This design comes from an exercise in tuning for small area on the open sky130 flow, not from production work. At most, simulation tests tie the RTL to the original design; equivalence was not proved. Only the layout flow was run in runs 3 and 4; the RTL was not checked for function there. Power is estimated from default activity; no workload was simulated.

<file path="design/flow/config.mk">
export PLATFORM = sky130hd
export DESIGN_NAME = game_core
export DESIGN_NICKNAME = game_core
export VERILOG_FILES = /design/flow/design.v
export SDC_FILE = /design/flow/constraint.sdc
export NUM_CORES = 4
export LEC_CHECK = 0
export ABC_AREA = 1
export CAP_MARGIN = 0
export CORE_MARGIN = 2
export CORE_UTILIZATION = 65
export SLEW_MARGIN = 0
</file>
<file path="design/flow/constraint.sdc">
create_clock -name core_clock -period 7.5 [get_ports {CLK_Scan}]
set_input_delay 1.5000 -clock core_clock [delete_from_list [all_inputs] [get_ports {CLK_Scan}]]
set_output_delay 1.5000 -clock core_clock [all_outputs]
set_load 0.01 [all_outputs]
</file>
<file path="design/flow/design.v">
`default_nettype none
package game_pkg;
    typedef logic [10:0] coord_t;
    typedef struct packed {
        coord_t top;
        coord_t left;
    } pos_t;
    typedef logic [7:0] life_t;
    localparam logic [9:0] JET_HOME_TOP  = 10'd610;
    localparam logic [9:0] JET_HOME_LEFT = 10'd448;
    localparam logic [9:0] JET_TOP_MIN   = 10'd2;
    localparam logic [9:0] JET_TOP_MAX   = 10'd633;
    localparam logic [9:0] JET_LEFT_MAX  = 10'd896;
    localparam logic [7:0] EN_HOME_TOP  = 8'd38;
    localparam logic [9:0] EN_HOME_LEFT = 10'd340;
    localparam logic [7:0] EN_TOP_MIN   = 8'd34;
    localparam logic [7:0] EN_TOP_MAX   = 8'd200;
    localparam logic [9:0] EN_LEFT_MIN  = 10'd5;
    localparam logic [9:0] EN_LEFT_MAX  = 10'd768;
    localparam logic [7:0] LFSR_SEED    = 8'hff;
    localparam logic [4:0] JET_LIFE_FULL = 5'd25;
    localparam logic [7:0] EN_LIFE_FULL  = 8'd200;
    function automatic logic ult(input logic [11:0] a, input logic [11:0] b);
        logic c;
        c = 1'b0;
        for (int i = 0; i < 12; i++)
            c = (!a[i] && b[i]) || ((!a[i] || b[i]) && c);
        ult = c;
    endfunction
    function automatic logic ule(input logic [11:0] a, input logic [11:0] b);
        logic c;
        c = 1'b1;
        for (int i = 0; i < 12; i++)
            c = (!a[i] && b[i]) || ((!a[i] || b[i]) && c);
        ule = c;
    endfunction
    function automatic logic [11:0] add(input logic [11:0] a, input logic [11:0] b, input logic ci);
        logic c;
        c = ci;
        for (int i = 0; i < 12; i++)
        begin
            add[i] = a[i] ^ b[i] ^ c;
            c = (a[i] && b[i]) || (a[i] && c) || (b[i] && c);
        end
    endfunction
    function automatic logic [11:0] sub(input logic [11:0] a, input logic [11:0] b);
        sub = add(a, ~b, 1'b1);
    endfunction
    function automatic logic [1:0] fa(input logic a, input logic b, input logic c);
        fa = {(a && b) || (a && c) || (b && c), a ^ b ^ c};
    endfunction
    function automatic logic sle(input logic [11:0] a, input logic [11:0] b);
        sle = ule({!a[11], a[10:0]}, {!b[11], b[10:0]});
    endfunction
    function automatic logic slt(input logic [11:0] a, input logic [11:0] b);
        slt = ult({!a[11], a[10:0]}, {!b[11], b[10:0]});
    endfunction
endpackage
`default_nettype wire
`timescale 1ns/1ps
`default_nettype none
module jet_motion (
    input  wire             CLK_Scan,
    input  wire             rst_n,
    input  wire             start,
    input  wire [3:0]       btn,
    output logic [9:0]      jt,
    output logic [9:0]      jl
);
    logic go_up, go_down, go_left, go_right;
    always_comb
    begin
        go_up    = 1'b0;
        go_down  = 1'b0;
        go_left  = 1'b0;
        go_right = 1'b0;
        case (btn)
            4'b1000: go_up    = 1'b1;
            4'b0100: go_down  = 1'b1;
            4'b0010: go_left  = 1'b1;
            4'b0001: go_right = 1'b1;
            4'b1010: begin go_up   = 1'b1; go_left  = 1'b1; end
            4'b1001: begin go_up   = 1'b1; go_right = 1'b1; end
            4'b0110: begin go_down = 1'b1; go_left  = 1'b1; end
            4'b0101: begin go_down = 1'b1; go_right = 1'b1; end
            default: ;
        endcase
    end
    logic        mv_t, mv_l;
    logic [11:0] jt_nx, jl_nx;
    assign mv_t  = (go_up && game_pkg::ult(12'(game_pkg::JET_TOP_MIN), 12'(jt))) ||
                   (go_down && game_pkg::ult(12'(jt), 12'(game_pkg::JET_TOP_MAX)));
    assign mv_l  = (go_left && jl != 10'd0) ||
                   (go_right && game_pkg::ult(12'(jl), 12'(game_pkg::JET_LEFT_MAX)));
    assign jt_nx = game_pkg::add(12'(jt), {{11{go_up && mv_t}}, mv_t}, 1'b0);
    assign jl_nx = game_pkg::add(12'(jl), {{11{go_left && mv_l}}, mv_l}, 1'b0);
    always_ff @(posedge CLK_Scan)
    begin
        if (!rst_n || start)
        begin
            jt <= game_pkg::JET_HOME_TOP;
            jl <= game_pkg::JET_HOME_LEFT;
        end
        else
        begin
            jt <= jt_nx[9:0];
            jl <= jl_nx[9:0];
        end
    end
endmodule
`default_nettype wire
`timescale 1ns/1ps
`default_nettype none
module enemy_motion (
    input  wire             CLK_Scan,
    input  wire             rst_n,
    input  wire             start,
    output logic [7:0]      et,
    output logic [9:0]      el,
    output logic            mv_dn,
    output logic            mv_up,
    output logic [7:0]      et_nx      
);
    logic [7:0] lfsr;
    logic [7:0] lfsr_next;
    logic [6:0] lfsr_cnt;
    logic [8:0] dir_cnt;
    logic [2:0] dir;
    logic       can_down, can_up, can_left, can_right;
    logic       mv_rt, mv_lf;
    assign lfsr_next = {lfsr[0] ^ lfsr[7], lfsr[7], lfsr[6] ^ lfsr[7], lfsr[5] ^ lfsr[7],
                        lfsr[4], lfsr[3] ^ lfsr[7], lfsr[2] ^ lfsr[7], lfsr[1]};
    logic [11:0] et_sum, el_sum, lfsr_cnt_inc, dir_cnt_inc;
    assign can_down  = game_pkg::ult(12'(et), 12'(game_pkg::EN_TOP_MAX));
    assign can_up    = game_pkg::ult(12'(game_pkg::EN_TOP_MIN), 12'(et));
    assign can_left  = game_pkg::ult(12'(game_pkg::EN_LEFT_MIN), 12'(el));
    assign can_right = game_pkg::ult(12'(el), 12'(game_pkg::EN_LEFT_MAX));
    assign et_sum       = 12'(et + {{7{mv_up}}, mv_up || mv_dn});
    assign el_sum       = 12'(game_pkg::add(12'(el), {{11{mv_lf}}, mv_lf || mv_rt}, 1'b0));
    assign et_nx        = et_sum[7:0];
    assign lfsr_cnt_inc = 12'({lfsr_cnt[5:0], !(lfsr_cnt[6] ^ lfsr_cnt[5])});
    assign dir_cnt_inc  = 12'({dir_cnt[7:0], !(dir_cnt[8] ^ dir_cnt[4])});
    always_comb
    begin
        mv_dn = 1'b0;
        mv_up = 1'b0;
        mv_rt = 1'b0;
        mv_lf = 1'b0;
        case (dir)
            3'd0: mv_dn = can_down;
            3'd1: mv_rt = can_right;
            3'd2: mv_up = can_up;
            3'd3: mv_lf = can_left;
            3'd4: begin mv_dn = can_down && can_right; mv_rt = mv_dn; end
            3'd5: begin mv_dn = can_down && can_left;  mv_lf = mv_dn; end
            3'd6: begin mv_up = can_up && can_right;   mv_rt = mv_up; end
            default: begin mv_up = can_up && can_left; mv_lf = mv_up; end
        endcase
    end
    always_ff @(posedge CLK_Scan)
    begin
        if (!rst_n || start)
        begin
            lfsr     <= game_pkg::LFSR_SEED;
            lfsr_cnt <= '0;
        end
        else if (lfsr_cnt == 7'b0010110)
        begin
            lfsr_cnt <= '0;
            lfsr     <= lfsr_next;
        end
        else
            lfsr_cnt <= lfsr_cnt_inc[6:0];
    end
    always_ff @(posedge CLK_Scan)
    begin
        if (!rst_n || start)
        begin
            et      <= game_pkg::EN_HOME_TOP;
            el      <= game_pkg::EN_HOME_LEFT;
            dir_cnt <= '0;
            dir     <= 3'd0;
        end
        else
        begin
            if (dir_cnt == 9'b001000011)
            begin
                dir_cnt <= '0;
                dir     <= {lfsr[3], lfsr[6], lfsr[2]};
            end
            else
                dir_cnt <= dir_cnt_inc[8:0];
            et <= et_nx;
            el <= el_sum[9:0];
        end
    end
endmodule
`default_nettype wire
`timescale 1ns/1ps
`default_nettype none
module shot_volley (
    input  wire             CLK_Scan,
    input  wire             rst_n,
    input  wire             start,
    input  wire [9:0]       jt,
    input  wire [9:0]       jl,
    input  wire [9:0]       el,
    input  wire [7:0]       et_nx,
    input  wire             mv_dn,
    input  wire             mv_up,
    output logic [2:0]      enemy_hits
);
    localparam int N = 6;
    logic [9:0]          vol_cnt;
    logic [11:0]         vol_inc;
    logic                launch;
    logic [N-1:0]        live;
    logic [N-1:0][9:0]   d;
    logic [N-1:0][9:0]   lft;
    logic [N-1:0]        hit;
    logic [N-1:0]        nlive;
    logic [N-1:0][9:0]   nd;
    logic [1:0]          step;
    logic [11:0]         d0;
    logic [11:0]         hlo;
    logic [11:0]         hhi;
    logic [2:0]          hit_sum;
    always_comb
    begin
        case (vol_cnt)
            10'b0111110011, 10'b0000001110, 10'b0100100011, 10'b0011111101, 10'b0101011011,
            10'b1011010100, 10'b1001011100, 10'b1000110011, 10'b1100101000,
            10'b0101100100: launch = 1'b1;
            default: launch = 1'b0;
        endcase
    end
    assign vol_inc = 12'({vol_cnt[8:0], !(vol_cnt[9] ^ vol_cnt[6])});
    assign step = {mv_dn, !mv_dn && !mv_up};
    assign d0   = 12'(jt) - 12'(et_nx);
    assign hlo  = 12'(el) - 12'd69;
    assign hhi  = 12'(el) + 12'd194;
    always_comb
    begin
        for (int n = 0; n < N; n++)
        begin
            logic [11:0] dd;
            hit[n] = live[n] && game_pkg::ule(12'(d[n]), 12'd223) &&
                     (hlo[11] || game_pkg::ule(hlo, 12'(lft[n]))) &&
                     game_pkg::ule(12'(lft[n]), hhi);
            dd       = game_pkg::sub(12'(d[n]), 12'(step));
            nd[n]    = dd[9:0];
            nlive[n] = live[n] && !hit[n] && !dd[11];
        end
    end
    always_comb
    begin
        logic [1:0] a0, a1, a2;
        a0 = game_pkg::fa(hit[0], hit[1], hit[2]);
        a1 = game_pkg::fa(hit[3], hit[4], hit[5]);
        a2 = game_pkg::fa(a0[1], a1[1], a0[0] && a1[0]);
        hit_sum = {a2, a0[0] ^ a1[0]};
    end
    always_ff @(posedge CLK_Scan)
    begin
        if (!rst_n || start)
        begin
            vol_cnt    <= '0;
            enemy_hits <= '0;
            live       <= '0;
        end
        else
        begin
            vol_cnt    <= (vol_cnt == 10'b0101100100) ? '0 : vol_inc[9:0];
            enemy_hits <= hit_sum;
            if (launch)
                live <= {nlive[N-2:0], !d0[11]};
            else
                live <= nlive;
        end
    end
    always_ff @(posedge CLK_Scan)
    begin
        if (launch)
        begin
            d[0]   <= d0[9:0];
            lft[0] <= jl;
            for (int n = 1; n < N; n++)
            begin
                d[n]   <= nd[n-1];
                lft[n] <= lft[n-1];
            end
        end
        else
            d <= nd;
    end
endmodule
`default_nettype wire
`timescale 1ns/1ps
`default_nettype none
module enemy_barrage (
    input  wire             CLK_Scan,
    input  wire             rst_n,
    input  wire             start,
    input  wire [7:0]       et,
    input  wire [9:0]       el,
    input  wire [9:0]       jt,
    input  wire [9:0]       jl,
    output logic [3:0]      jet_hits
);
    logic [9:0]         c;
    logic [2:0]         pat;
    logic               stream;
    logic               pat_end;
    logic [4:0][8:0]    top;     
    logic [4:0][9:0]    lft;
    logic [8:0]         live;
    logic [4:0]         s_spawn;
    logic               p_spawn;
    logic [4:0]         load;
    logic [8:0]         hit;
    logic [4:0]         gone;
    logic [8:0]         nlive;
    logic [3:0]         hit_sum;
    logic [11:0]        vlo, vhi, hlo, hhi;
    logic [11:0]        pm, qq;
    logic [11:0]        m1, m2, m3, m4;
    logic [11:0]        c_inc;
    assign stream  = pat < 3'd2;
    assign pat_end = stream ? (c == 10'd750) : (c == 10'd249);
    assign p_spawn = !stream && c == 10'd1023;
    assign c_inc   = game_pkg::add(12'(c), 12'd0, 1'b1);
    always_comb
    begin
        for (int i = 0; i < 5; i++)
            s_spawn[i] = stream && (c == 10'((i + 1) * 50) || c == 10'((i + 6) * 50));
        load = s_spawn | {4'b0000, p_spawn};
    end
    always_comb
    begin
        vlo = 12'(jt) - 12'd231;
        vhi = (jt > 10'd602) ? 12'd506 : 12'(jt) - 12'd96;
        hlo = (jl < 10'd37) ? 12'd6 : 12'(jl) - 12'd31;
        hhi = (jl > 10'd864) ? 12'd991 : 12'(jl) + 12'd127;
        pm  = hlo - 12'(lft[0]) - 12'd1;
        qq  = hhi - 12'(lft[0]);
        m1  = 12'(c[7:0]);
        m2  = {3'b000, c[7:0], 1'b0};
        m3  = game_pkg::add(12'(c[7:0]), {3'b000, c[7:0], 1'b0}, 1'b0);
        m4  = {2'b00, c[7:0], 2'b00};
    end
    logic [4:0] vok, vup, hin;
    always_comb
    begin
        for (int i = 0; i < 5; i++)
        begin
            vok[i]  = game_pkg::sle(vlo, 12'(top[i]));
            vup[i]  = game_pkg::sle(12'(top[i]), vhi);
            hin[i]  = game_pkg::ule(hlo, 12'(lft[i])) && game_pkg::ule(12'(lft[i]), hhi);
            gone[i] = !vup[i];
        end
    end
    always_comb
    begin
        logic vin0;
        logic [8:0] hp;
        vin0 = vok[0] && vup[0];
        hp[0] = hin[0];
        begin
            logic       w_r, w_l;
            logic [11:0] ba, bb;
            logic [4:1] ca, cb;
            w_r = !pm[11];
            w_l = qq[11];
            ba  = w_r ? pm : (w_l ? ~qq : ~pm);
            bb  = w_l ? ~pm : qq;
            ca[1] = game_pkg::ule(m1, ba);
            cb[1] = game_pkg::ule(m1, bb);
            ca[2] = game_pkg::ule(m2, ba);
            cb[2] = game_pkg::ule(m2, bb);
            ca[3] = game_pkg::ule(m3, ba);
            cb[3] = game_pkg::ule(m3, bb);
            ca[4] = game_pkg::ule(m4, ba);
            cb[4] = game_pkg::ule(m4, bb);
            for (int k = 1; k <= 4; k++)
            begin
                hp[2 * k - 1] = (w_l || w_r) ? (w_r && !ca[k] && cb[k]) : cb[k];
                hp[2 * k]     = (w_l || w_r) ? (w_l && !ca[k] && cb[k]) : ca[k];
            end
        end
        for (int j = 0; j < 5; j++)
        begin
            if (stream)
                hit[j] = live[j] && !pat_end && vok[j] && vup[j] && hin[j];
            else
                hit[j] = live[j] && !pat_end && vin0 && hp[j];
        end
        for (int j = 5; j < 9; j++)
            hit[j] = live[j] && !pat_end && vin0 && hp[j];
        begin
            logic [1:0] a0, a1, a2, a3, a4, a5, a6;
            logic       b0;
            a0 = game_pkg::fa(hit[0], hit[1], hit[2]);
            a1 = game_pkg::fa(hit[3], hit[4], hit[5]);
            a2 = game_pkg::fa(hit[6], hit[7], hit[8]);
            a3 = game_pkg::fa(a0[0], a1[0], a2[0]);
            b0 = a3[0] ^ (hit[0] && !stream);
            a4 = game_pkg::fa(a0[1], a1[1], a2[1]);
            a5 = game_pkg::fa(a4[0], a3[1], a3[0] && hit[0] && !stream);
            a6 = {a4[1] && a5[1], a4[1] ^ a5[1]};
            hit_sum = {a6, a5[0], b0};
        end
        for (int j = 0; j < 5; j++)
            nlive[j] = stream ? (s_spawn[j] || (live[j] && !hit[j] && !gone[j]))
                              : (p_spawn || (live[j] && !hit[j] && !gone[0]));
        for (int j = 5; j < 9; j++)
            nlive[j] = !stream && (p_spawn || (live[j] && !hit[j] && !gone[0]));
    end
    always_ff @(posedge CLK_Scan)
    begin
        if (!rst_n || start)
        begin
            c        <= '0;
            pat      <= 3'd0;
            jet_hits <= '0;
            live     <= '0;
        end
        else
        begin
            jet_hits <= hit_sum;
            if (pat_end)
            begin
                pat  <= (pat == 3'd5) ? 3'd0 : pat + 3'd1;
                c    <= (pat == 3'd5 || pat == 3'd0) ? 10'd0 : 10'd873;
                live <= '0;
            end
            else
            begin
                c    <= c_inc[9:0];
                live <= nlive;
            end
        end
    end
    logic [11:0]     t_spawn, l_spawn;
    logic [4:0][8:0] t_step;
    assign t_spawn = 12'(et);
    assign l_spawn = game_pkg::add(12'(el), 12'd116, 1'b0);
    always_comb
    begin
        for (int i = 0; i < 5; i++)
        begin
            logic [11:0] t;
            t = game_pkg::add(12'(top[i]), 12'd2, 1'b0);
            t_step[i] = t[8:0];
        end
    end
    always_ff @(posedge CLK_Scan)
    begin
        for (int i = 0; i < 5; i++)
        begin
            if (load[i])
            begin
                top[i] <= t_spawn[8:0];
                lft[i] <= l_spawn[9:0];
            end
            else
                top[i] <= t_step[i];
        end
    end
endmodule
`default_nettype wire
`timescale 1ns/1ps
`default_nettype none
module life_tracker (
    input  wire             CLK_Scan,
    input  wire             rst_n,
    input  wire             start,
    input  wire [2:0]       enemy_hits,
    input  wire [3:0]       jet_hits,
    output logic [4:0]      jet_life,
    output logic [7:0]      enemy_life,
    output logic            over,
    output logic            result     
);
    logic [11:0] jd, ed;
    assign jd = game_pkg::sub(12'(jet_life), 12'(jet_hits));
    assign ed = game_pkg::sub(12'(enemy_life), 12'(enemy_hits));
    assign result = over && enemy_life == '0;
    always_ff @(posedge CLK_Scan)
    begin
        if (!rst_n || start)
        begin
            jet_life   <= game_pkg::JET_LIFE_FULL;
            enemy_life <= game_pkg::EN_LIFE_FULL;
            over       <= 1'b0;
        end
        else
        begin
            if (jet_life != '0 && enemy_life != '0)     
            begin
                jet_life   <= jd[11] ? 5'd0 : jd[4:0];
                enemy_life <= ed[11] ? 8'd0 : ed[7:0];
            end
            if (jet_life == '0 || enemy_life == '0)
                over <= 1'b1;
        end
    end
endmodule
`default_nettype wire
`timescale 1ns/1ps
`default_nettype none
module game_core (
    input  wire                   CLK_Scan,
    input  wire                   rst_n,
    input  wire                   start,
    input  wire [3:0]             btn,
    output wire [21:0]            jet_pos,
    output wire [21:0]            enemy_pos,
    output wire [7:0]             jet_life,
    output wire [7:0]             enemy_life,
    output wire                   over,
    output wire                   result
);
    logic [9:0] jt, jl, el;
    logic [7:0] et;
    logic       mv_dn, mv_up;
    logic [7:0] et_nx;
    logic [2:0] enemy_hits;     
    logic [3:0] jet_hits;
    logic [4:0] jlife;
    assign jet_pos   = {1'b0, jt, 1'b0, jl};
    assign enemy_pos = {3'b000, et, 1'b0, el};
    assign jet_life  = {3'b000, jlife};
    jet_motion u_jet (
        .CLK_Scan (CLK_Scan),
        .rst_n    (rst_n),
        .start    (start),
        .btn      (btn),
        .jt       (jt),
        .jl       (jl)
    );
    enemy_motion u_enemy (
        .CLK_Scan (CLK_Scan),
        .rst_n    (rst_n),
        .start    (start),
        .et       (et),
        .el       (el),
        .mv_dn    (mv_dn),
        .mv_up    (mv_up),
        .et_nx    (et_nx)
    );
    shot_volley u_volley (
        .CLK_Scan   (CLK_Scan),
        .rst_n      (rst_n),
        .start      (start),
        .jt         (jt),
        .jl         (jl),
        .el         (el),
        .et_nx      (et_nx),
        .mv_dn      (mv_dn),
        .mv_up      (mv_up),
        .enemy_hits (enemy_hits)
    );
    enemy_barrage u_barrage (
        .CLK_Scan (CLK_Scan),
        .rst_n    (rst_n),
        .start    (start),
        .et       (et),
        .el       (el),
        .jt       (jt),
        .jl       (jl),
        .jet_hits (jet_hits)
    );
    life_tracker u_life (
        .CLK_Scan   (CLK_Scan),
        .rst_n      (rst_n),
        .start      (start),
        .enemy_hits (enemy_hits),
        .jet_hits   (jet_hits),
        .jet_life   (jlife),
        .enemy_life (enemy_life),
        .over       (over),
        .result     (result)
    );
endmodule
`default_nettype wire
</file>
<file path="design/flow/flow/run.sh">
#!/bin/bash
# Own layout flow: the standard flow (standard.sh) with these changes:
# - synthesis: the standard script (synth_recipe.tcl: same passes, flattening, renaming and
#   registers), except that Yosys does not lock adders into full/half-adder cells before
#   ABC (ADDER_MAP_FILE empty) and ABC maps with flow/abc_area.script;
# - port buffers are the smallest buffer, buf_1 (every port is still buffered);
# - clock tree: larger sink clusters and no dummy loads.
# Every other step is standard.sh unchanged. Each make run logs to its own file here;
# ORFS's step logs are under orfs/logs.
set -euo pipefail
W=$(pwd)
rm -rf "$W/scripts_abc"
cp -r "$FLOW_HOME/scripts" "$W/scripts_abc"
cp "$W/flow/abc_area.script" "$W/scripts_abc/abc_area.script"
bash standard.sh SCRIPTS_DIR="$W/scripts_abc" ADDER_MAP_FILE= synth > "$W/make_synth.log" 2>&1
bash standard.sh \
  "BUFFER_PORTS_ARGS=-buffer_cell sky130_fd_sc_hd__buf_1" \
  "CTS_ARGS=-sink_clustering_enable -repair_clock_nets -sink_clustering_size 28 -sink_clustering_max_diameter 80 -dont_use_dummy_load" \
  > "$W/make_layout.log" 2>&1
</file>
<file path="design/flow/flow/abc_area.script">
strash
&get -n
&fraig -x
&put
scorr
dc2
strash
&get -n
&dch -f
&nf {D}
&put
&get -n
&dch -f
&nf {D}
&put
buffer -c
topo
stime -c
dnsize -c
</file>
<file path="design/flow/standard.sh">
#!/bin/bash
# synth_recipe.tcl (not shown) runs the flow's synth.tcl, then flattens the netlist and writes it again
# the make line also repeats each setting of config.mk as NAME=value (left out here)
make -C /OpenROAD-flow-scripts/flow DESIGN_CONFIG=/design/flow/config.mk WORK_HOME=/design/flow/orfs CLKGATE_MAP_FILE= SYNTH_SCRIPT=/design/flow/synth_recipe.tcl "${@:-finish}"
</file>
==> results.yml, run 1 <==
status:
  status: "no timing/DRC/antenna violations"
floorplan:
  core_area_mm2: 0.0303
  dieHeight_um: 179
  dieArea_mm2: 0.0321
  die_x_um: 179
  num_io_pins: 69
  fp-row-count: 64
  initial_core_util: 0.656
synthesis:
  synth_cell_type_count: 67
  ys_top_cells_by_area: "dfxtp_1, edfxtp_1, xnor2_1"
  synth.avg_cell_area_um2: 8.48
  synth_edf_count: 115
  synth_area_leader_cell: "dfxtp_1"
  synthArstFlopShare: 0
  yosysWarnings: 5
  netlist_instances: 2347
  ys.flop_type: "dfxtp_1"
  synth_seq_cells: 339
  netlist.area_leader.share: 0.225
  syn_area_mm2: 0.0199
  yosysSeqAreaShare: 0.399
setup_path:
  cp.arrival_ns: 7.38
  crit_end: "u_barrage.jet_hits[2]"
  critical_path.max_stage_delay_ns: 0.62
  crit_path_frequent_cell: "a21oi_1"
  cp_data_required_time_ns: 7.93
  worst-path-buf-inv: 1
  critPathLaunchType: "flip-flop"
  end_kind: "flip-flop"
  r2r_cells: 26
  worstReg2RegStart: "u_jet.jl[8]"
  crit_fanout: 13
  critical_path_class: "reg2reg"
  slowest_stage: "or4b_2"
  crit_family: "compound AO/OA/AOI/OAI gates"
  rrSetupSlack_ns: 0.56
  crit_start: "u_jet.jl[8]"
  crit_cells: 26
  r2r_end: "u_barrage.jet_hits[2]"
cells_and_area:
  drive_gt1_frac: 0.0465
  ff_latch_area_mm2: 0.00794
  layout_commonest_cell: "nor2_1"
  syn2layout_area_growth_pct: 4.16
  multi_input_area_mm2: 0.0114
  diodes: 0
  nFillCells: 2483
  layout_common_cells: "nor2_1, dfxtp_1, a21oi_1, o21ai_0, nand2_1"
  final_nets: 2308
  utilization: 0.683
job:
  cap_violations: 0
clock_network:
  clkLatencyLatePin_ns: 0.53
  cts_tree: "done"
  cts_setup_buffers: 0
  clock_tree.root_cell: "clkbuf_16"
  cts_max_level: 1
  clkSinkCount: 339
  clk_pin_slew_ns: 0.11
  cts_inserted_buffers: 16
  ctsLongestPathBuffers: 3
timing:
  hold_violations: 0
  rsz0062_at_grt: "no"
  post-route-period-util: 0.926
  finalMaxSlewViolations: 0
  tightest_slew_ns: 1.15
  setup_viol: 0
  period_needed_ns: 6.94
  layout_setup_ws_ns: 0.556
  skew_ns: 0.0372
  slew_headroom: 0.235
  fmax_ghz: 0.144
placed_design:
  place_ws_ns: -0.0125
  portBuffers: 59
  place_congestion: 0.994
  hpwl_um: 37300
drt:
  ant_nets: 0
  vias: 17800
  wl_um: 51500
  avgViaCountPerCell: 6.60
  drt_pre_antenna_iters: 8
  drc: 0
  drtIter0Drc: 1913
  wl_per_cell_um: 19.1
global_route:
  grt_pass1_vias: 16100
  grt_max_degree: 76
  grt_usage: 0.309
  overflow: 0
  antenna_found_initial: 0
  grt_pass1_wl_um: 80600
power:
  p_per_area_mw_per_mm2: 186
  totalPowerFinal_mw: 3.86
  vdd_drop_max_uv: 243
  p_leak_nw: 7.24
worst_hold_path:
  hold_class: "reg2reg"
-- worst min path at each step --
stage / cells past startpoint / end / slack (ns) / startpoint
global placement: 0 / u_volley.lft[50] / 0.42 / u_volley.lft[40]
floorplan: 0 / u_volley.lft[10] / 0.42 / u_volley.lft[0]
detailed placement: 0 / u_volley.lft[50] / 0.43 / u_volley.lft[40]
finish: 0 / u_volley.lft[50] / 0.46 / u_volley.lft[40]
CTS: 0 / u_volley.lft[50] / 0.45 / u_volley.lft[40]
global route: 0 / u_volley.lft[50] / 0.47 / u_volley.lft[40]
-- cells in the mapped netlist, types with 40 or more instances --
cell type  instances
nor2_1           244
dfxtp_1          224
a21oi_1          212
o21ai_0          176
nand2_1          164
xnor2_1          135
clkbuf_1         124
edfxtp_1         115
o22ai_1          104
a22oi_1           79
xor2_1            77
nor3_1            47
and2_1            44
maj3_1            40
-- state kept, by name (all words and copies together) (netlist names) --
signal / cells
u_volley.vol_cnt: 10
u_enemy.dir_cnt: 9
u_barrage.pat: 3
u_barrage.c: 10
u_enemy.lfsr: 8
u_barrage.live: 9
u_enemy.et: 8
u_barrage.top: 45
u_jet.jt: 10
u_enemy.lfsr_cnt: 7
u_life.over: 1
u_life.enemy_life: 8
u_enemy.dir: 3
u_volley.enemy_hits: 3
u_barrage.lft: 50
u_enemy.el: 10
u_life.jet_life: 5
u_volley.lft: 60
u_barrage.jet_hits: 4
u_volley.live: 6
u_jet.jl: 10
u_volley.d: 60
-- worst reg2reg max path, stage by stage, from the launching register on --
cell       delay, ns
dfxtp_1         0.60
nand4_1         0.21
a21oi_1         0.43
nor4_2          0.13
a211oi_1        0.34
o31ai_1         0.16
a211o_1         0.33
nand3_1         0.12
a311oi_1        0.13
a211oi_2        0.39
or2_2           0.31
buf_4           0.24
o2bb2ai_1       0.10
nor2_1          0.15
or4b_2          0.62
a21oi_1         0.17
o22ai_1         0.11
a21oi_1         0.18
a221oi_1        0.09
a2bb2oi_1       0.23
o22ai_1         0.34
xnor2_1         0.14
xnor2_1         0.20
xor3_1          0.48
a32oi_1         0.13
or3_1           0.37
and3_1          0.17
-- where the power goes --
| group | switching, mW | total [mW] | leakage (nW) | internal [mW] |
|---|---|---|---|---|
| sequential | 0.137 | 2.17 | 2.86 | 2.03 |
| clock | 0.557 | 0.944 | 0.197 | 0.386 |
| combinational | 0.431 | 0.747 | 4.18 | 0.316 |
| total | 1.13 | 3.86 | 7.24 | 2.73 |
-- metrics by stage --
step | instances | hold WS (ns) | setup TNS [ns] | instance area [µm²]
final | 2695 | 0.456 | 0 | 20700
after global routing | 2695 | 0.470 | 0 | 20700
after CTS | 2695 | 0.453 | 0 | 20700
after detailed placement | 2679 | 0.430 | -0.0125 | 20300
after global placement | 2679 | 0.420 | 0 | 20300
after floorplan | 2355 | 0.418 | 0 | 19900
-- per-layer routing --
layer / routed length [µm] / global-route usage / up-vias
li1: - / - / 8531
met3: 3560 / 0.0365 / 103
met4: 1040 / 0.0657 / 0
met2: 24700 / 0.533 / 687
met5: 0 / 0 / -
met1: 22200 / 0.419 / 8453
-- repair_timing --
action,CTS,global route
hold buffers,0,0
gates resized for setup,0,16
setup endpoints to repair,0,4
-- final cells by class --
class	count	area share
Tap cell	396	0.0239
Sequential cell	339	0.383
Multi-Input combinational cell	1824	0.547
Inverter	34	0.00615
Timing Repair Buffer	86	0.0204
Clock buffer	16	0.0193
-- cells by family (layout without fill, tap and decap cells) --
logic type,count (synthesis),in the layout,share of synthesized area
AO/OA/AOI/OAI,794,794,0.251
other,1,9,0.000188
multiplexers,52,52,0.0271
XOR/XNOR,213,213,0.0944
buffers and inverters,192,136,0.0383
flip-flops,339,339,0.399
AND/OR/NAND/NOR,716,716,0.171
adder cells (fa/ha/maj),40,40,0.0201
==> inputs of run 2 (changes only) <==
--- a/design/flow/flow/run.sh
+++ b/design/flow/flow/run.sh
@@ -16,4 +16,4 @@
 bash standard.sh \
   "BUFFER_PORTS_ARGS=-buffer_cell sky130_fd_sc_hd__buf_1" \
-  "CTS_ARGS=-sink_clustering_enable -repair_clock_nets -sink_clustering_size 28 -sink_clustering_max_diameter 80 -dont_use_dummy_load" \
+  "CTS_ARGS=-sink_clustering_enable -repair_clock_nets -sink_clustering_size 34 -sink_clustering_max_diameter 90 -dont_use_dummy_load" \
   > "$W/make_layout.log" 2>&1
==> design/flow/flow/abc_area.script (replaced) <==
strash
&get -n
&fraig -x
&put
scorr
dc2
strash
&get -n
&dch -f
&nf {D}
&put
buffer -c
topo
stime -c
dnsize -c
==> results.yml, run 2 <==
status:
  status: "no timing/DRC/antenna violations"
cells_and_area:
  diodes: 0
  top_regs: "u_volley.d x60, u_volley.lft x60, u_barrage.lft x50"
  final_nets: 2296
  syn2layout_area_growth_pct: 4.96
  layout_commonest_cell: "dfxtp_1"
  layout_common_cells: "dfxtp_1, o21ai_0, nor2_1, nand2_1, a21oi_1"
  drive_gt1_frac: 0.0503
floorplan:
  dieArea_mm2: 0.0321
  die_x_um: 179
  fp-row-count: 64
  num_io_pins: 69
  initial_core_util: 0.656
  core_area_mm2: 0.0304
  dieHeight_um: 179
power:
  comb_power_share: 0.249
  power.switching_mw: 1.43
  vdd_drop_max_uv: 181
  intPower_mw: 2.99
  p_leak_nw: 7.34
  sw_frac_of_total: 0.324
  power_frac_seq: 0.538
  p_per_area_mw_per_mm2: 211
  clock_power_share: 0.213
drt:
  drc: 0
  avgViaCountPerCell: 6.52
  drtIter0Drc: 1657
  vias: 17500
  wl_per_cell_um: 18.9
  wl_um: 50800
  ant_nets: 0
  drt_pre_antenna_iters: 6
global_route:
  overflow: 0
  grt_pass1_wl_um: 80000
  grt_max_degree: 74
  grt_pass1_vias: 16000
  antenna_found_initial: 1
  grt_usage: 0.306
synthesis:
  netlist.area_leader.share: 0.225
  synth_cell_type_count: 75
  synthArstFlopShare: 0
  synth.most_common_cell: "dfxtp_1"
  synth_area_leader_cell: "dfxtp_1"
  ys_top_cells_by_area: "dfxtp_1, edfxtp_1, xnor2_1"
  yosysSeqAreaShare: 0.397
  synth_edf_count: 115
  synth.avg_cell_area_um2: 8.60
  ys.flop_type: "dfxtp_1"
  yosysWarnings: 5
  netlist_instances: 2321
  synth_seq_cells: 339
  synth_commonest_cells: "dfxtp_1, o21ai_0, nor2_1, a21oi_1, nand2_1"
  syn_area_mm2: 0.0200
setup_path:
  crit_start: "u_jet.jl[2]"
  end_kind: "flip-flop"
  critPathLaunchType: "flip-flop"
  cp_data_required_time_ns: 7.89
  critical_path.max_stage_delay_ns: 0.47
  cp.arrival_ns: 7.66
  slowest_stage: "or3_1"
  worstReg2RegStart: "u_jet.jl[2]"
  critical_path_class: "reg2reg"
  crit_fanout: 6
  crit_path_frequent_cell: "maj3_1"
placed_design:
  place_congestion: 0.939
  hpwl_um: 35600
  portBuffers: 59
timing:
  finalMaxSlewViolations: 0
  fmax_ghz: 0.138
  fin_hold_ws_ns: 0.464
  tightest_slew_ns: 1.09
  hold_violations: 0
  slew_headroom: 0.271
  post-route-period-util: 0.969
  period_needed_ns: 7.27
  fin_setup_tns_ns: 0
  skew_ns: 0.0713
  setup_viol: 0
clock_network:
  hold_buffers: 0
  ctsLongestPathBuffers: 3
  clkLatencyLatePin_ns: 0.53
  cts_inserted_buffers: 16
  clock_tree.root_cell: "clkbuf_16"
  cts_tree: "done"
  cts_max_level: 1
  clk_pin_slew_ns: 0.12
  clkSinkCount: 339
job:
  cap_violations: 0
worst_hold_path:
  holdCritStartpoint: "u_volley.lft[20]"
  hold_class: "reg2reg"
[run 2: critical path, delay by kind of cell (launching register included)]
kind | cells | cell delay (ns)
compound gates | 12 | 2.27
mux | 1 | 0.36
fa+ha+maj | 5 | 1.66
xor+xnor | 3 | 0.96
simple gates | 4 | 1.07
flops | 1 | 0.33
buf+inv | 3 | 0.47
[run 2: layout make-up]
cell class                      count  area, µm²
Clock buffer                       16        400
Fill cell                        2498       9470
Inverter                           36        135
Multi-Input combinational cell   1790      11400
Sequential cell                   339       7940
Tap cell                          396        495
Timing Repair Buffer              106        574
[run 2: path summary, 6_finish.rpt]
kind / depth (start not counted) / to / slack [ns]
setup / recovery: 28 / u_barrage.jet_hits[2] / 0.23
setup reg to reg: 28 / u_barrage.jet_hits[2] / 0.23
hold reg to reg: 0 / u_volley.lft[30] / 0.46
hold / removal: 0 / u_volley.lft[30] / 0.46
[run 2: power groups by stage]
| stage | logic, mW | clock network, mW | registers (mW) |
|---|---|---|---|
| 2_1_floorplan | 0.925 | 0 | 2.30 |
| 3_3_place_gp | 1.04 | 0 | 2.40 |
| 3_5_place_dp | 1.07 | 0 | 2.41 |
| 4_1_cts | 1.08 | 0.967 | 2.37 |
| 5_1_grt | 1.23 | 1.01 | 2.41 |
| 6_report | 1.10 | 0.944 | 2.38 |
[run 2: through the flow]
stage | cell area [µm²] | setup slack (ns) | std cells | power (mW) | util
after detailed placement | 20500 | 0.0558 | 2665 | 3.49 | 0.672
after global routing | 21000 | -0.121 | 2683 | 4.65 | 0.689
after global placement | 20500 | 0.299 | 2665 | 3.43 | 0.672
final | 21000 | 0.233 | 2683 | 4.43 | 0.689
after floorplan | 20000 | 0.110 | 2329 | 3.23 | -
after CTS | 20900 | 0.0907 | 2681 | 4.42 | 0.686
[run 2: cell families after synthesis]
kind of cell / after synthesis / share of synthesized area
fa+ha+maj: 48 / 0.0241
simple gates: 671 / 0.163
compound gates: 796 / 0.254
other cells: 1 / 0.000188
xor+xnor: 215 / 0.0964
buf+inv: 200 / 0.0397
mux: 51 / 0.0258
flops: 339 / 0.397
[run 2: repair_timing]
action	CTS	global route
pin swaps	0	1
setup endpoints to repair	2	4
buffers inserted	0	2
gates resized for setup	1	15
[run 2: per-layer routing]
metal / GRT usage / vias up / part of all wire
met3: 0.0339 / 102 / 0.061
met1: 0.404 / 8324 / 0.43
met2: 0.530 / 574 / 0.48
met5: 0 / - / 0
li1: - / 8484 / -
met4: 0.0884 / 0 / 0.027
==> inputs of run 3 (changes only) <==
--- a/design/flow/design.v
+++ b/design/flow/design.v
@@ -306,5 +306,5 @@
     input  wire [9:0]       jt,
     input  wire [9:0]       jl,
-    output logic [3:0]      jet_hits
+    output logic [9:0]      jet_hits     
 );
     logic [9:0]         c;
@@ -321,5 +321,5 @@
     logic [4:0]         gone;
     logic [8:0]         nlive;
-    logic [3:0]         hit_sum;
+    logic [9:0]         hit_sum;
     logic [11:0]        vlo, vhi, hlo, hhi;
     logic [11:0]        pm, qq;
@@ -397,17 +397,5 @@
         for (int j = 5; j < 9; j++)
             hit[j] = live[j] && !pat_end && vin0 && hp[j];
-        begin
-            logic [1:0] a0, a1, a2, a3, a4, a5, a6;
-            logic       b0;
-            a0 = game_pkg::fa(hit[0], hit[1], hit[2]);
-            a1 = game_pkg::fa(hit[3], hit[4], hit[5]);
-            a2 = game_pkg::fa(hit[6], hit[7], hit[8]);
-            a3 = game_pkg::fa(a0[0], a1[0], a2[0]);
-            b0 = a3[0] ^ (hit[0] && !stream);
-            a4 = game_pkg::fa(a0[1], a1[1], a2[1]);
-            a5 = game_pkg::fa(a4[0], a3[1], a3[0] && hit[0] && !stream);
-            a6 = {a4[1] && a5[1], a4[1] ^ a5[1]};
-            hit_sum = {a6, a5[0], b0};
-        end
+        hit_sum = {hit[0] && !stream, hit};
         for (int j = 0; j < 5; j++)
             nlive[j] = stream ? (s_spawn[j] || (live[j] && !hit[j] && !gone[j]))
@@ -476,5 +464,5 @@
     input  wire             start,
     input  wire [2:0]       enemy_hits,
-    input  wire [3:0]       jet_hits,
+    input  wire [9:0]       jet_hits,     
     output logic [4:0]      jet_life,
     output logic [7:0]      enemy_life,
@@ -483,7 +471,20 @@
 );
     logic [11:0] jd, ed;
-    assign jd = game_pkg::sub(12'(jet_life), 12'(jet_hits));
+    logic [3:0]  jet_hit_cnt;
+    always_comb
+    begin
+        logic [1:0] a0, a1, a2, a3, a4, a5;
+        logic       b0;
+        a0 = game_pkg::fa(jet_hits[0], jet_hits[1], jet_hits[2]);
+        a1 = game_pkg::fa(jet_hits[3], jet_hits[4], jet_hits[5]);
+        a2 = game_pkg::fa(jet_hits[6], jet_hits[7], jet_hits[8]);
+        a3 = game_pkg::fa(a0[0], a1[0], a2[0]);
+        b0 = a3[0] ^ jet_hits[9];
+        a4 = game_pkg::fa(a0[1], a1[1], a2[1]);
+        a5 = game_pkg::fa(a4[0], a3[1], a3[0] && jet_hits[9]);
+        jet_hit_cnt = {a4[1] && a5[1], a4[1] ^ a5[1], a5[0], b0};
+    end
+    assign jd = game_pkg::sub(12'(jet_life), 12'(jet_hit_cnt));
     assign ed = game_pkg::sub(12'(enemy_life), 12'(enemy_hits));
-    assign result = over && enemy_life == '0;
     always_ff @(posedge CLK_Scan)
     begin
@@ -493,4 +494,5 @@
             enemy_life <= game_pkg::EN_LIFE_FULL;
             over       <= 1'b0;
+            result     <= 1'b0;
         end
         else
@@ -503,4 +505,5 @@
             if (jet_life == '0 || enemy_life == '0)
                 over <= 1'b1;
+            result <= (enemy_life == '0);
         end
     end
@@ -526,5 +529,5 @@
     logic [7:0] et_nx;
     logic [2:0] enemy_hits;     
-    logic [3:0] jet_hits;
+    logic [9:0] jet_hits;     
     logic [4:0] jlife;
     assign jet_pos   = {1'b0, jt, 1'b0, jl};
==> design/flow/flow/run.sh (replaced) <==
#!/bin/bash
# Own layout flow: the standard flow (standard.sh) with these changes:
# - synthesis: the standard script (synth_recipe.tcl: same passes, flattening, renaming and
#   registers), except that Yosys does not lock adders into full/half-adder cells before
#   ABC (ADDER_MAP_FILE empty) and ABC maps with flow/abc_area.script;
# - port buffers are the smallest buffer, buf_1;
# - clock tree: larger sink clusters and no dummy loads;

# Each make run logs to its own file here; ORFS's step logs are under orfs/logs.
set -euo pipefail
W=$(pwd)
rm -rf "$W/scripts_abc"
cp -r "$FLOW_HOME/scripts" "$W/scripts_abc"
cp "$W/flow/abc_area.script" "$W/scripts_abc/abc_area.script"
bash standard.sh SCRIPTS_DIR="$W/scripts_abc" ADDER_MAP_FILE= synth > "$W/make_synth.log" 2>&1
bash standard.sh \
  "BUFFER_PORTS_ARGS=-buffer_cell sky130_fd_sc_hd__buf_1" \
  "CTS_ARGS=-sink_clustering_enable -repair_clock_nets -sink_clustering_size 28 -sink_clustering_max_diameter 80 -dont_use_dummy_load" \
  > "$W/make_layout.log" 2>&1
==> results.yml, run 3 <==
floorplan:
  dieHeight_um: 180
  dieArea_mm2: 0.0325
  num_io_pins: 69
  fp-row-count: 64
  core_area_mm2: 0.0306
  die_x_um: 180
  initial_core_util: 0.661
timing:
  fmax_ghz: 0.145
  post-route-period-util: 0.917
  period_needed_ns: 6.88
  finalMaxSlewViolations: 0
  hold_violations: 0
  setup_viol: 0
  slew_headroom: 0.152
  skew_ns: 0.0803
  fin_setup_tns_ns: 0
  layout_setup_ws_ns: 0.624
  fin_hold_ws_ns: 0.438
  rsz0062_at_grt: "no"
  tightest_slew_ns: 1.26
global_route:
  overflow: 0
  busiest_layer: "met2"
  grt_pass1_vias: 16300
  use_met1: 0.410
  grt_max_degree: 80
  grt_pass1_wl_um: 83400
  grt_use_met3: 0.0350
  antenna_found_initial: 0
  groute.layer.met2.usage: 0.527
  grt_usage: 0.307
drt:
  drt_pre_antenna_iters: 7
  drc: 0
  drtIter0Drc: 1491
  ant_nets: 0
  vias: 17800
  wl_per_cell_um: 19.2
  wl_um: 52200
  avgViaCountPerCell: 6.57
clock_network:
  cts_inserted_buffers: 19
  ctsLongestPathBuffers: 3
  clock_tree.root_cell: "clkbuf_16"
  clkLatencyLatePin_ns: 0.54
  hold_buffers: 0
  cts_max_level: 1
  clkSinkCount: 346
  cts_resized: 0
  clk_pin_slew_ns: 0.11
  cts_tree: "done"
  cts_setup_buffers: 0
power:
  totalPowerFinal_mw: 3.98
  vdd_drop_max_uv: 162
  clock_power_share: 0.262
  sw_frac_of_total: 0.288
  p_leak_nw: 7.41
  p_per_area_mw_per_mm2: 189
  intPower_mw: 2.83
  comb_power_share: 0.185
  power_frac_seq: 0.553
  power.switching_mw: 1.14
status:
  status: "no timing/DRC/antenna violations"
placed_design:
  hpwl_um: 36900
  place_congestion: 0.951
  place_ws_ns: 0.871
  portBuffers: 59
  post_dp_cell_area_mm2: 0.0206
cells_and_area:
  top_regs: "u_volley.d x60, u_volley.lft x60, u_barrage.lft x50"
  drive_gt1_frac: 0.0406
  syn2layout_area_growth_pct: 4.24
  layout_common_cells: "dfxtp_1, nand2_1, o21ai_0, nor2_1, a21oi_1"
  layout_commonest_cell: "dfxtp_1"
  nFillCells: 2513
  final_nets: 2323
  diodes: 0
  design_area_mm2: 0.0211
synthesis:
  synth_edf_count: 115
  synth_commonest_cells: "dfxtp_1, nand2_1, o21ai_0, nor2_1, a21oi_1"
  yosysSeqAreaShare: 0.400
  synth_cell_type_count: 73
  synth_seq_cells: 346
  ys_top_cells_by_area: "dfxtp_1, edfxtp_1, xnor2_1"
  netlist.area_leader.share: 0.229
  syn_area_mm2: 0.0202
  ys.flop_type: "dfxtp_1"
  synth_area_leader_cell: "dfxtp_1"
  synth.most_common_cell: "dfxtp_1"
  synth.avg_cell_area_um2: 8.55
  netlist_instances: 2363
  yosysWarnings: 5
  synthArstFlopShare: 0
setup_path:
  critPathLaunchType: "flip-flop"
  end_kind: "flip-flop"
  cp_data_required_time_ns: 7.87
  worst-path-buf-inv: 1
  slowest_stage: "or4_1"
  path_cells: "or4_1 > nor2_1 > or3_1 > xor2_1 > a211oi_1 > o311ai_0 > a31oi_1 > maj3_1 > maj3_1 > buf_4 > and2_0 > a211oi_1 > o21ai_0 > a21o_1 > o2bb2ai_1 > a21o_1 > a211oi_1 > nor2_1 > o41ai_1 > o21ba_2 > a21oi_1"
  critical_path.max_stage_delay_ns: 0.69
  cp.arrival_ns: 7.25
  crit_fanout: 18
  critical_path_class: "reg2reg"
  crit_family: "compound AO/OA/AOI/OAI gates"
  crit_path_frequent_cell: "a211oi_1"
job:
  cap_violations: 0
worst_hold_path:
  hold_class: "reg2reg"
[run 3: final cells by class]
cell class | instances | area, µm² | share of cell area
clock buffer | 19 | 475 | 0.0226
inverter | 38 | 143 | 0.00677
multi-input combinational | 1821 | 11400 | 0.542
sequential | 346 | 8080 | 0.383
tap | 396 | 495 | 0.0235
timing repair buffer | 90 | 454 | 0.0216
[run 3: worst paths after layout]
kind,start,to,slack (ns),cells after the start
worst max-delay path,u_jet.jl[8],u_barrage.live[2],0.62,21
worst min-delay path,u_volley.lft[0],u_volley.lft[10],0.44,0
worst max register to register,u_jet.jl[8],u_barrage.live[2],0.62,21
worst min register to register,u_volley.lft[0],u_volley.lft[10],0.44,0
[run 3: through the flow]
step,utilization,cells
after floorplan,-,2371
after global routing,0.689,2710
after global placement,0.673,2691
after detailed placement,0.673,2691
final,0.689,2710
after CTS,0.689,2710
[run 3: logic make-up after synthesis]
family	share of synthesized area
compound gates	0.252
xor+xnor	0.0878
fa+ha+maj	0.0248
buf+inv	0.0399
flops	0.400
mux	0.0255
other cells	0.000186
simple gates	0.170
[run 3: metal layers]
metal / wire length [µm] / up-vias
li1: - / 8597
met1: 22600 / 8511
met2: 25000 / 604
met3: 3170 / 102
met4: 1440 / 0
met5: 0 / -
[run 3: power groups by stage]
| stage | combinational [mW] | sequential (mW) | clock (mW) |
|---|---|---|---|
| floorplan | 0.585 | 2.20 | 0 |
| global placement | 0.705 | 2.23 | 0 |
| detailed placement | 0.725 | 2.24 | 0 |
| CTS | 0.730 | 2.19 | 1.06 |
| global route | 0.816 | 2.22 | 1.12 |
| finish | 0.737 | 2.20 | 1.04 |
==> inputs of run 4 (changes only) <==
==> design/flow/flow/abc_area.script (replaced) <==
strash
&get -n
&fraig -x
&put
scorr
dc2
strash
&get -n
&dch -f
&nf -R 1000 {D}
&put
buffer -c
topo
stime -c
dnsize -c
==> results.yml, run 4 <==
setup_path:
  slowest_stage: "maj3_2"
  cp.arrival_ns: 7.72
  critical_path_class: "reg2reg"
  cp_data_required_time_ns: 7.89
  crit_path_frequent_cell: "maj3_2"
  crit_fanout: 2
  r2r_cells: 32
  critPathLaunchType: "flip-flop"
  critical_path.max_stage_delay_ns: 0.35
  end_kind: "flip-flop"
drt:
  wl_um: 50600
  wl_per_cell_um: 18.7
  drtIter0Drc: 1457
  ant_nets: 0
  avgViaCountPerCell: 6.42
  drc: 0
  vias: 17400
  drt_pre_antenna_iters: 5
timing:
  fmax_ghz: 0.136
  post-route-period-util: 0.978
  tightest_slew_ns: 1.24
  layout_setup_ws_ns: 0.167
  slew_headroom: 0.164
  rsz0062_at_grt: "yes"
  fin_setup_tns_ns: 0
  period_needed_ns: 7.33
  skew_ns: 0.0378
  setup_viol: 0
  finalMaxSlewViolations: 0
  hold_violations: 0
synthesis:
  yosysWarnings: 5
  yosysSeqAreaShare: 0.405
  synth.avg_cell_area_um2: 8.62
  ys_top_cells_by_area: "dfxtp_1, edfxtp_1, xnor2_1"
  synth.most_common_cell: "dfxtp_1"
  synth_edf_count: 115
  synth_area_leader_cell: "dfxtp_1"
  syn_area_mm2: 0.0199
  synth_commonest_cells: "dfxtp_1, o21ai_0, nand2_1, nor2_1, a21oi_1"
  synthArstFlopShare: 0
  synth_seq_cells: 346
  synth_cell_type_count: 69
  netlist.area_leader.share: 0.232
  ys.flop_type: "dfxtp_1"
  netlist_instances: 2310
clock_network:
  hold_buffers: 0
  cts_tree: "done"
  cts_inserted_buffers: 18
  clk_pin_slew_ns: 0.09
  cts_max_level: 1
  ctsLongestPathBuffers: 3
  clkSinkCount: 346
  clock_tree.root_cell: "clkbuf_16"
  clkLatencyLatePin_ns: 0.53
floorplan:
  dieArea_mm2: 0.0321
  fp-row-count: 64
  initial_core_util: 0.656
  num_io_pins: 69
  core_area_mm2: 0.0303
  dieHeight_um: 179
  die_x_um: 179
cells_and_area:
  ff_latch_area_mm2: 0.00809
  multi_input_area_mm2: 0.0114
  top_regs: "u_volley.d x60, u_volley.lft x60, u_barrage.lft x50"
  nFillCells: 2457
  utilization: 0.700
  diodes: 0
  syn2layout_area_growth_pct: 6.64
  final_cells: 2703
  drive_gt1_frac: 0.0715
  layout_common_cells: "dfxtp_1, o21ai_0, nand2_1, nor2_1, a21oi_1"
  final_nets: 2316
  layout_commonest_cell: "dfxtp_1"
job:
  cap_violations: 0
worst_hold_path:
  hold_depth: 2
  hold_class: "reg2reg"
placed_design:
  dp_cells: 2675
  hpwl_um: 35900
  place_ws_ns: -0.00817
  portBuffers: 59
  place_congestion: 0.903
power:
  intPower_mw: 2.83
  p_per_area_mw_per_mm2: 187
  comb_power_share: 0.192
  clock_power_share: 0.256
  power.switching_mw: 1.14
  totalPowerFinal_mw: 3.98
  vdd_drop_max_uv: 224
  p_leak_nw: 7.50
  power_frac_seq: 0.552
  sw_frac_of_total: 0.288
global_route:
  overflow: 0
  grt_pass1_wl_um: 80100
  grt_max_degree: 76
  grt_usage: 0.308
  antenna_found_initial: 0
  grt_pass1_vias: 15400
status:
  status: "no timing/DRC/antenna violations"
-- run 4: cell count changes after synthesis, sizes merged, moves of 6 or more --
cell | before | now
nor2 | 183 | 193
nand2 | 216 | 206
o21ai | 214 | 227
inv | 38 | 24
clkbuf | 142 | 134
or2 | 21 | 11
xor2 | 69 | 80
a21oi | 175 | 168
and2 | 37 | 31
maj3 | 50 | 75
-- run 4: worst paths after layout --
path	from	end	slack (ns)
setup / recovery	u_jet.jl[0]	u_barrage.live[6]	0.17
hold / removal	u_barrage.live[8]	u_barrage.jet_hits[8]	0.44
setup reg to reg	u_jet.jl[0]	u_barrage.live[6]	0.17
hold reg to reg	u_barrage.live[8]	u_barrage.jet_hits[8]	0.44
-- run 4: cell families after synthesis --
logic type	count (synthesis)	synth area share
other cells	1	0.000188
flops	346	0.405
simple gates	694	0.167
xor+xnor	210	0.0931
compound gates	753	0.236
fa+ha+maj	75	0.0377
mux	47	0.0238
buf+inv	184	0.0369
-- run 4: area by class of cell --
cell class                      count  area share
Sequential cell                   346       0.381
Clock buffer                       18      0.0212
Inverter                           24     0.00424
Multi-Input combinational cell   1788       0.535
Tap cell                          396      0.0233
Timing Repair Buffer              131      0.0360
-- run 4: worst max-delay path: cells and delay by family, from the launching register on --
family,cells,cell delay (ns)
flip-flops,1,0.34
buffers and inverters,1,0.06
adder cells (fa/ha/maj),15,4.70
XOR/XNOR,1,0.07
AND/OR/NAND/NOR,7,0.89
multiplexers,1,0.16
AO/OA/AOI/OAI,7,1.01
-- run 4: per-stage QoR --
| stage | cell area (µm²) | hold slack, ns |
|---|---|---|
| detailed placement | 20600 | 0.430 |
| global placement | 20600 | 0.433 |
| floorplan | 20100 | 0.418 |
| global route | 21200 | 0.467 |
| finish | 21200 | 0.442 |
| CTS | 21100 | 0.444 |
-- run 4: routing by layer --
metal  part of all wire  wire length [µm]  vias to the layer above  track usage
met4              0.022              1120                        0       0.0793
met3              0.062              3150                       72       0.0331
met1               0.46             23100                     8242        0.443
met2               0.46             23200                      577        0.498
met5                  0                 0                        -            0
li1                   -                 -                     8463            -
-- run 4: power groups by stage --
stage	sequential, mW	clock [mW]	combinational [mW]
after CTS	2.19	1.04	0.740
after global routing	2.22	1.09	0.850
after detailed placement	2.23	0	0.734
after floorplan	2.20	0	0.575
after global placement	2.22	0	0.713
final	2.19	1.02	0.765
-- run 4: what timing repair did --
action                     in CTS  in global routing
resized for setup               1                 18
buffers inserted                0                 10
setup endpoints to repair       2                 11
pin swaps                       3                 26
==> inputs of run 5 (changes only) <==
--- a/design/flow/design.v
+++ b/design/flow/design.v
@@ -487,4 +487,5 @@
     assign jd = game_pkg::sub(12'(jet_life), 12'(jet_hit_cnt));
     assign ed = game_pkg::sub(12'(enemy_life), 12'(enemy_hits));
+    assign result = over && enemy_life == '0;
     always_ff @(posedge CLK_Scan)
     begin
@@ -494,5 +495,4 @@
             enemy_life <= game_pkg::EN_LIFE_FULL;
             over       <= 1'b0;
-            result     <= 1'b0;
         end
         else
@@ -505,5 +505,4 @@
             if (jet_life == '0 || enemy_life == '0)
                 over <= 1'b1;
-            result <= (enemy_life == '0);
         end
     end
--- a/design/flow/flow/run.sh
+++ b/design/flow/flow/run.sh
@@ -4,8 +4,8 @@
 #   registers), except that Yosys does not lock adders into full/half-adder cells before
 #   ABC (ADDER_MAP_FILE empty) and ABC maps with flow/abc_area.script;
-# - port buffers are the smallest buffer, buf_1;
-# - clock tree: larger sink clusters and no dummy loads;
-
-# Each make run logs to its own file here; ORFS's step logs are under orfs/logs.
+# - port buffers are the smallest buffer, buf_1 (every port is still buffered);
+# - clock tree: larger sink clusters and no dummy loads.
+# Every other step is standard.sh unchanged. Each make run logs to its own file here;
+# ORFS's step logs are under orfs/logs.
 set -euo pipefail
 W=$(pwd)
==> design/flow/flow/abc_area.script (replaced) <==
strash
&get -n
&fraig -x
&put
scorr
dc2
strash
&get -n
&dch -f
&nf {D}
&put
&get -n
&dch -f
&nf {D}
&put
buffer -c
topo
stime -c
dnsize -c
==> results.yml, run 5 <==
cells_and_area:
  layout_commonest_cell: "dfxtp_1"
  layout_common_cells: "dfxtp_1, o21ai_0, a21oi_1, nor2_1, nand2_1"
  syn2layout_area_growth_pct: 4.30
  diodes: 0
  final_nets: 2289
  top_regs: "u_volley.d x60, u_volley.lft x60, u_barrage.lft x50"
  final_cells: 2676
  drive_gt1_frac: 0.0342
clock_network:
  clkSinkCount: 345
  clock_tree.root_cell: "clkbuf_16"
  ctsLongestPathBuffers: 3
  cts_setup_buffers: 0
  hold_buffers: 0
  cts_max_level: 1
  cts_tree: "done"
  clk_pin_slew_ns: 0.11
  cts_resized: 0
  cts_inserted_buffers: 20
  clkLatencyLatePin_ns: 0.56
synthesis:
  synth.avg_cell_area_um2: 8.58
  yosysWarnings: 5
  ys.flop_type: "dfxtp_1"
  synth_seq_cells: 345
  netlist.area_leader.share: 0.231
  synth_edf_count: 115
  synth_area_leader_cell: "dfxtp_1"
  ys_top_cells_by_area: "dfxtp_1, edfxtp_1, o21ai_0"
  yosysSeqAreaShare: 0.404
  synthArstFlopShare: 0
  netlist_instances: 2327
  synth_commonest_cells: "dfxtp_1, o21ai_0, a21oi_1, nor2_1, nand2_1"
  syn_area_mm2: 0.0200
  synth_cell_type_count: 67
  synth.most_common_cell: "dfxtp_1"
timing:
  post-route-period-util: 0.878
  fin_setup_tns_ns: 0
  finalMaxSlewViolations: 0
  tightest_slew_ns: 1.20
  setup_viol: 0
  skew_ns: 0.0698
  period_needed_ns: 6.59
  hold_violations: 0
  slew_headroom: 0.192
  rsz0062_at_grt: "no"
  fmax_ghz: 0.152
power:
  p_leak_nw: 7.31
  vdd_drop_max_uv: 181
  p_per_area_mw_per_mm2: 200
  totalPowerFinal_mw: 4.16
drt:
  ant_nets: 0
  drc: 0
  avgViaCountPerCell: 6.69
  wl_per_cell_um: 20.1
  drt_pre_antenna_iters: 5
  vias: 17900
  wl_um: 53800
  drtIter0Drc: 2093
setup_path:
  crit_fanout: 13
  critPathLaunchType: "flip-flop"
  critical_path_class: "reg2reg"
  cp.arrival_ns: 6.97
  end_kind: "flip-flop"
  cp_data_required_time_ns: 7.88
floorplan:
  die_x_um: 179
  initial_core_util: 0.656
  core_area_mm2: 0.0304
  fp-row-count: 64
  dieArea_mm2: 0.0321
  num_io_pins: 69
  dieHeight_um: 179
global_route:
  grt_pass1_wl_um: 84900
  antenna_found_initial: 0
  grt_use_met3: 0.0350
  groute.layer.met2.usage: 0.527
  grt_pass1_vias: 15900
  use_met1: 0.463
  overflow: 0
  busiest_layer: "met2"
  grt_max_degree: 78
  grt_usage: 0.327
placed_design:
  dp_cells: 2656
  portBuffers: 59
  hpwl_um: 38500
  place_congestion: 0.923
worst_hold_path:
  hold_class: "reg2reg"
job:
  cap_violations: 0
status:
  status: "no timing/DRC/antenna violations"
run 5: cell types whose count changed after synthesis, sizes merged, moves of 14 or more:
cell   previous run  this run
o21ai           227       213
nand3            30        45
o22ai            79       100
a21oi           168       199
nand2           206       171
maj3             75        43
run 5: report_power, final:
group / switching (mW) / internal [mW] / leakage, nW / total [mW]
Combinational: 0.482 / 0.345 / 4.14 / 0.827
Clock: 0.604 / 0.476 / 0.246 / 1.08
Sequential: 0.174 / 2.08 / 2.92 / 2.25
run 5: worst paths after layout:
| kind | startpoint | endpoint | slack, ns | cells after the start |
|---|---|---|---|---|
| setup / recovery | u_jet.jl[7] | u_barrage.live[4] | 0.91 | 19 |
| hold / removal | u_barrage.live[0] | u_barrage.jet_hits[0] | 0.41 | 2 |
| setup reg to reg | u_jet.jl[7] | u_barrage.live[4] | 0.91 | 19 |
| hold reg to reg | u_barrage.live[0] | u_barrage.jet_hits[0] | 0.41 | 2 |
run 5: worst max-delay path: stages (launching register included):
cell,delay (ns)
dfxtp_1,0.48
nor4_1,0.72
a21oi_1,0.42
maj3_1,0.50
maj3_1,0.42
o221a_2,0.28
o32ai_1,0.36
o211ai_1,0.18
nand3b_1,0.19
a31o_2,0.21
nor2_1,0.13
a221oi_1,0.85
a22o_1,0.26
o21ai_0,0.09
a21oi_1,0.18
nor2_1,0.09
or4b_2,0.64
o31ai_1,0.11
nor2_1,0.09
o31a_1,0.23
run 5: kinds of logic (layout without fill, tap and decap cells):
| group | after synthesis | in the layout | synth area share |
|---|---|---|---|
| other cells | 1 | 9 | 0.000188 |
| fa+ha+maj | 43 | 43 | 0.0216 |
| flops | 345 | 345 | 0.404 |
| simple gates | 692 | 692 | 0.169 |
| compound gates | 817 | 817 | 0.258 |
| buf+inv | 182 | 127 | 0.0364 |
| mux | 42 | 42 | 0.0211 |
| xor+xnor | 205 | 205 | 0.0900 |
run 5: per-layer routing:
metal,vias to the layer above,part of all wire,wire length [µm]
met3,90,0.065,3480
li1,8560,-,-
met1,8494,0.44,24000
met2,757,0.46,24900
met5,-,0,0
met4,0,0.029,1550
run 5: cell type report:
type                            count  area (µm²)
Inverter                           24        91.3
Sequential cell                   345        8060
Fill cell                        2473        9620
Tap cell                          396         495
Timing Repair Buffer               83         402
Clock buffer                       20         500
Multi-Input combinational cell   1808       11300
run 5: per-stage QoR:
stage / util / hold WS, ns / instance area, µm² / setup WS (ns)
global placement: 0.667 / 0.431 / 20300 / 1.28
global route: 0.684 / 0.406 / 20800 / 0.486
detailed placement: 0.667 / 0.433 / 20300 / 1.11
CTS: 0.684 / 0.410 / 20800 / 1.00
finish: 0.684 / 0.413 / 20800 / 0.913
floorplan: - / 0.418 / 20000 / 1.92
==> inputs of run 6 (changes only) <==
==> design/flow/flow/abc_area.script (replaced) <==
strash
&get -n
&fraig -x
&put
scorr
dc2
strash
&get -n
&dch -f
&nf {D}
&put
&get -n
&dch -f
&nf -R 100 {D}
&put
buffer -c
topo
stime -c
dnsize -c
==> results.yml, run 6 <==
synthesis:
  synth_adder_area_share: 0.0253
  synth.most_common_cell: "dfxtp_1"
  synth_commonest_cells: "dfxtp_1, o21ai_0, a21oi_1, nor2_1, nand2_1"
  synth_seq_cells: 345
  ys_top_cells_by_area: "dfxtp_1, edfxtp_1, xnor2_1"
  synthSimpleGateAreaFrac: 0.167
  synth-compound-area-share: 0.247
  netlist_instances: 2313
  ys.flop_type: "dfxtp_1"
  syn_area_mm2: 0.0198
  synth_cell_type_count: 63
  synth_top_family_by_area: "compound AO/OA/AOI/OAI gates"
  synthArstFlopShare: 0
  yosysWarnings: 5
  synth_edf_count: 115
  yosysSeqAreaShare: 0.407
  synth-xor-area-share: 0.0919
  netlist.area_leader.share: 0.232
  muxShareOfSynthArea: 0.0253
  synth.avg_cell_area_um2: 8.57
  synth_area_leader_cell: "dfxtp_1"
cells_and_area:
  diodes: 0
  layout_common_cells: "dfxtp_1, o21ai_0, a21oi_1, nor2_1, nand2_1"
  final_nets: 2283
  drive_gt1_frac: 0.0378
  top_regs: "u_volley.d x60, u_volley.lft x60, u_barrage.lft x50"
  layout_commonest_cell: "dfxtp_1"
  syn2layout_area_growth_pct: 4.26
  design_area_mm2: 0.0207
setup_path:
  crit_path_frequent_cell: "o21ai_0"
  critPathLaunchType: "flip-flop"
  crit_cells: 35
  slowest_stage: "dfxtp_1"
  rrSetupSlack_ns: 0.57
  crit_fanout: 16
  worst-path-buf-inv: 2
  r2r_cells: 35
  cp_data_required_time_ns: 7.93
  end_kind: "flip-flop"
  cp.arrival_ns: 7.36
  critical_path_class: "reg2reg"
  r2r_end: "u_barrage.live[3]"
  critical_path.max_stage_delay_ns: 0.51
  crit_family: "compound AO/OA/AOI/OAI gates"
  worstReg2RegStart: "u_jet.jl[1]"
global_route:
  grt_usage: 0.301
  groute.layer.met2.usage: 0.509
  overflow: 0
  antenna_found_initial: 0
  busiest_layer: "met2"
  grt_max_degree: 65
  grt_use_met3: 0.0309
  grt_pass1_wl_um: 78600
  use_met1: 0.405
  grt_pass1_vias: 16000
power:
  p_per_area_mw_per_mm2: 189
  p_leak_nw: 7.22
  vdd_drop_max_uv: 250
timing:
  hold_violations: 0
  fin_setup_tns_ns: 0
  fmax_ghz: 0.144
  slew_headroom: 0.154
  fin_hold_ws_ns: 0.450
  rsz0062_at_grt: "no"
  post-route-period-util: 0.924
  setup_viol: 0
  tightest_slew_ns: 1.26
  finalMaxSlewViolations: 0
  skew_ns: 0.0351
  period_needed_ns: 6.93
job:
  cap_violations: 0
floorplan:
  fp-row-count: 63
  num_io_pins: 69
  dieArea_mm2: 0.0319
  initial_core_util: 0.665
  dieHeight_um: 179
  die_x_um: 179
  core_area_mm2: 0.0298
drt:
  avgViaCountPerCell: 6.55
  wl_per_cell_um: 18.4
  wl_um: 49000
  drc: 0
  vias: 17500
  drt_pre_antenna_iters: 5
  ant_nets: 0
  drtIter0Drc: 1281
clock_network:
  cts_tree: "done"
  clkSinkCount: 345
  ctsLongestPathBuffers: 3
  clock_tree.root_cell: "clkbuf_16"
  clkLatencyLatePin_ns: 0.53
  cts_inserted_buffers: 17
  clk_pin_slew_ns: 0.11
  cts_max_level: 1
placed_design:
  hpwl_um: 34700
  post_dp_cell_area_mm2: 0.0202
  portBuffers: 59
  place_congestion: 0.937
worst_hold_path:
  holdCritStartpoint: "u_volley.lft[20]"
  hold_depth: 0
  hold_class: "reg2reg"
  hold_end: "u_volley.lft[30]"
status:
  status: "no timing/DRC/antenna violations"
==> run 6: changes by cell type after synthesis, moves of 5 or more <==
| cell | delta |
|---|---|
| or2_2 | -7 |
| a21oi_1 | +8 |
| nor2_1 | +12 |
| buf_1 | +8 |
| xnor2_1 | +7 |
| maj3_1 | +7 |
| clkbuf_1 | -8 |
| a221oi_1 | -5 |
| mux2_2 | +7 |
==> run 6: worst register-to-register path, delay by kind of cell (launching register included) <==
kind | cells | cell delay (ns)
adder cells (fa/ha/maj) | 3 | 1.21
AND/OR/NAND/NOR | 11 | 1.77
buffers and inverters | 2 | 0.37
flip-flops | 1 | 0.51
AO/OA/AOI/OAI | 19 | 3.02
==> run 6: layout make-up <==
| type | count | area, µm² |
|---|---|---|
| Inverter | 27 | 103 |
| Sequential cell | 345 | 8060 |
| Tap cell | 390 | 488 |
| Clock buffer | 17 | 425 |
| Multi-Input combinational cell | 1791 | 11100 |
| Fill cell | 2477 | 9140 |
| Timing Repair Buffer | 94 | 484 |
==> run 6: worst max path at each step <==
| stage | from | end | slack (ns) |
|---|---|---|---|
| final | u_jet.jl[1] | u_barrage.live[3] | 0.57 |
| after global routing | u_jet.jl[1] | u_barrage.live[1] | 0.008 |
| after CTS | u_jet.jl[8] | u_barrage.live[3] | 0.45 |
| after detailed placement | u_jet.jl[2] | u_barrage.live[3] | 0.47 |
| after global placement | u_jet.jl[2] | u_barrage.live[3] | 0.67 |
| after floorplan | u_jet.jl[2] | u_barrage.live[8] | 0.87 |
==> run 6: what timing repair did <==
action	CTS	global route
buffers inserted	0	0
resized for setup	0	6
hold buffers	0	0
endpoints found under the hold margin	0	0
endpoints found under the setup margin	0	10
==> run 6: metal layers <==
| metal | part of all wire | wire [µm] |
|---|---|---|
| met4 | 0.029 | 1430 |
| met1 | 0.44 | 21600 |
| met3 | 0.058 | 2840 |
| met2 | 0.47 | 23200 |
| met5 | 0 | 0 |
==> run 6: report_power, final <==
group          leakage [nW]  switching (mW)  internal (mW)
sequential             2.91           0.135           2.06
combinational          4.09           0.418          0.309
clock                 0.209           0.579          0.410
total                  7.22            1.13           2.78
==> run 6: metrics by stage <==
stage,utilization,setup slack (ns),instances,power [mW]
final,0.693,0.568,2664,3.91
after global routing,0.693,0.00809,2664,4.10
after CTS,0.693,0.447,2664,3.92
after detailed placement,0.679,0.472,2647,2.95
after global placement,0.679,0.669,2647,2.93
after floorplan,-,0.868,2321,2.78
==> run 6: cell families after synthesis <==
group                    Yosys count
XOR/XNOR                         208
AND/OR/NAND/NOR                  684
AO/OA/AOI/OAI                    791
flip-flops                       345
buffers and inverters            185
other                              1
adder cells (fa/ha/maj)           50
multiplexers                      49

Setup slack of run 6, layout unchanged: 0.568 ns with ideal ports, 0.568 ns with driving cells assumed (clock clkbuf_16, inputs buf_2), 0.568 ns with port delays also shifted by the 0.563 ns mid clock arrival.
